What follows belongs to an exercise in optimizing a design on an open flow for small area, a short achievable clock period and few clock cycles per item; a production flow would make more cautious choices. Only simulation tests tie the RTL to the original design; equivalence was not proved.

## trial_division_prime_factorizer_unit
module trial_division_prime_factorizer_unit #(
	parameter int MAX_DIVISOR = 1048576
) (
	input  logic                         clk,
	input  logic                         arst_n,
	input  logic                         s_tvalid,
	output logic                         s_tready,
	input  logic [tdpf_pkg::NUM_W-1:0]   s_tdata,   
	output logic                         m_tvalid,
	input  logic                         m_tready,
	output logic [tdpf_pkg::TDATA_W-1:0] m_tdata,   
	output logic [tdpf_pkg::STATUS_W-1:0] m_tuser,  
	output logic                         m_tlast,
	input  logic                         cfg_valid,
	output logic                         cfg_ready,
	input  logic [tdpf_pkg::CFG_W-1:0]   cfg_data   
);
For scale: roughly 6300 cells after synthesis, about 900 flip-flops, roughly 180 I/O pins, about 0.063 mm^2 of cells after synthesis.
export LEC_CHECK = 0
export CAP_MARGIN = 20
export CORE_MARGIN = 2
export CORE_UTILIZATION = 55
export SETUP_SLACK_MARGIN = 1.2
export SLEW_MARGIN = 20
create_clock -name core_clock -period 6.0 [get_ports {clk}]
run.sh (not shown) runs the stock make flow with config.mk's settings and CLKGATE_MAP_FILE= SYNTH_SCRIPT=/design/flow/synth_recipe.tcl, a recipe that flattens the netlist after the stock synthesis.
Testbench counts at the start, summed over its fixed seeds: cycles 49,337, items 320.
==> next run, changes <==
--- a/flow/design.v
+++ b/flow/design.v
@@ -2570,19 +2570,19 @@
 	output logic [tdpf_pkg::STATUS_W-1:0] m_tuser,  
 	output logic                         m_tlast,
 	input  logic                         cfg_valid,
 	output logic                         cfg_ready,
 	input  logic [tdpf_pkg::CFG_W-1:0]   cfg_data   
 );
 	localparam int K  = 4;                    
 	localparam int W  = 20;                   
 	localparam int WN = 10;                   
-	localparam int M  = 7;                    
+	localparam int M  = 6;                    
 	localparam int NC = (64 + K - 1) / K;     
 	localparam int CW = $clog2(NC);
 	localparam int LI = (M > 1) ? $clog2(M) : 1;
 	typedef enum logic [3:0] {
 		S_IDLE, S_TWO, S_SEL, S_TEST, S_EVAL, S_WRITE, S_WB, S_OUT
 	} state_t;
 	state_t        state_q;
 	logic [20:0]   cfg_q;
 	logic [63:0]   p_q;         
@@ -2966,19 +2966,18 @@
 			end
 			S_TEST: begin
 				cyc_q  <= cyc_q + 1'b1;
 				left_q <= left_q - 8'(K);
 			end
 			S_WRITE: begin
 				cyc_q  <= cyc_q + 1'b1;
 				left_q <= left_q - 8'(K);
 				seen_q <= seen_n;
-				if (q != '0) l_q <= 7'(K * cyc_q) + 7'(bitlenk(q));
 				for (int j = 0; j < 64; j++) begin
 					if (cyc_q == CW'(j / K)) p_q[j] <= q[j % K];
 					else if (cyc_q < CW'(j / K) && (left_q[7] || left_q <= 8'(K))) p_q[j] <= 1'b0;
 				end
 			end
 			S_WB: begin
 				retest_q <= 1'b1;
 				same_q   <= 1'b1;
 				ne_q     <= 1'b1;
@@ -3044,18 +3043,19 @@
 				cn_q[i]  <= '0;
 				cin_q[i] <= 1'b0;
 			end
 		end
 		if (state_q == S_WRITE || state_q == S_WB) begin
 			sr_q  <= sr_st;
 			cr_q  <= cr_st;
 			cir_q <= cir_st;
 			qr_q  <= q;
+			if (qr_q != '0) l_q <= 7'(K * CW'(cyc_q - 1'b1)) + 7'(bitlenk(qr_q));
 		end else begin
 			sr_q  <= '0;
 			cr_q  <= '0;
 			cir_q <= 1'b0;
 			qr_q  <= '0;
 		end
 		if (fin_now) begin
 			extra_q <= fin_extra;
 			cof_q   <= cof_now;
Result: The changed run completed without violations. Wire length drops by 7.6%. Cell area drops by about 8%. Flip-flop and latch count drops by 43. Global-route usage drops by 0.17 points. Setup slack gets better by 0.13 ns. Count of clock-buffer cells in the layout climbs by 9. Final cell count drops by 7.2%. Via count drops by 7.6%. Worst hold slack stays flat. Area after synthesis drops by 6.7%. Die area drops by about 7%. Synthesized cell count drops by 6.6%.
Testbench counts after the change, summed over its fixed seeds: cycles 52,381, items 320.

* * *

Another version of the RTL of trial_division_prime_factorizer_unit (not shown whole).
Size: ~5500 cells after synthesis, roughly 820 flip-flops.
==> flow/config.mk <==
export PLATFORM = sky130hd
export DESIGN_NAME = trial_division_prime_factorizer_unit
export DESIGN_NICKNAME = trial_division_prime_factorizer_unit
export VERILOG_FILES = /design/flow/design.v
export SDC_FILE = /design/flow/constraint.sdc
export NUM_CORES = 4
export LEC_CHECK = 0
export CAP_MARGIN = 20
export CORE_MARGIN = 2
export CORE_UTILIZATION = 55
export SETUP_SLACK_MARGIN = 1.2
export SLEW_MARGIN = 20
==> flow/constraint.sdc <==
create_clock -name core_clock -period 6.0 [get_ports {clk}]
set_input_delay 1.2000 -clock core_clock [delete_from_list [all_inputs] [get_ports {clk}]]
set_output_delay 1.2000 -clock core_clock [all_outputs]
set_load 0.01 [all_outputs]
Testbench counts at the start, summed over its fixed seeds: cycles 56,858, items 320.
Then changed:
--- a/flow/design.v
+++ b/flow/design.v
@@ -2573,13 +2573,13 @@
 	output logic                         cfg_ready,
 	input  logic [tdpf_pkg::CFG_W-1:0]   cfg_data   
 );
 	localparam int K  = 4;                    
 	localparam int W  = 20;                   
 	localparam int WN = 10;                   
-	localparam int M  = 5;                    
+	localparam int M  = 6;                    
 	localparam int NC = (64 + K - 1) / K;     
 	localparam int CW = $clog2(NC);
 	localparam int LI = (M > 1) ? $clog2(M) : 1;
 	typedef enum logic [3:0] {
 		S_IDLE, S_TWO, S_SEL, S_TEST, S_EVAL, S_WRITE, S_WB, S_OUT
 	} state_t;
Result: The changed run completed without violations. Clock-buffer cell count goes down by 6. Setup slack improves by 0.094 ns. Core utilization decreases by 0.37 points. Area after synthesis is higher by a few percent.
Testbench counts after the change, summed over its fixed seeds: cycles 52,381, items 320.

re-timing with driven ports:
The results above use ideal ports. As a check the final layouts listed here were re-extracted and re-timed, cells and wires unchanged. Step 1, drivers: a clkbuf_16 drives clk and a buf_2 each remaining input, both assumed. Step 2 adds t to the input delays and takes it off the output delays; t is the mean of the earliest and latest rising clock arrival at the registers after step 1. Input paths then give back, and output paths get back, about the clock's delay inside the block. a / b / c = ideal / step 1 / step 2; a / b = the first two.
| run | t (ns) | setup slack, ns | hold slack, ns | worst data-port slew with drivers (ns) |
|---|---|---|---|---|
| the first run of note 1 | 0.783 | 1.051 / 1.038 / 1.051 | 0.467 / 0.467 / 0.467 | 0.04 |
| the second run of note 1 | 0.760 | 1.184 / 1.167 / 1.184 | 0.469 / 0.442 / 0.469 | 0.07 |
| the first run of note 2 | 0.756 | 1.049 / 1.049 / 1.049 | 0.460 / 0.460 / 0.460 | 0.10 |
| the second run of note 2 | 0.769 | 1.143 / 1.062 / 1.148 | 0.481 / 0.481 / 0.481 | 0.04 |
After both steps setup and hold are still met in every run listed.
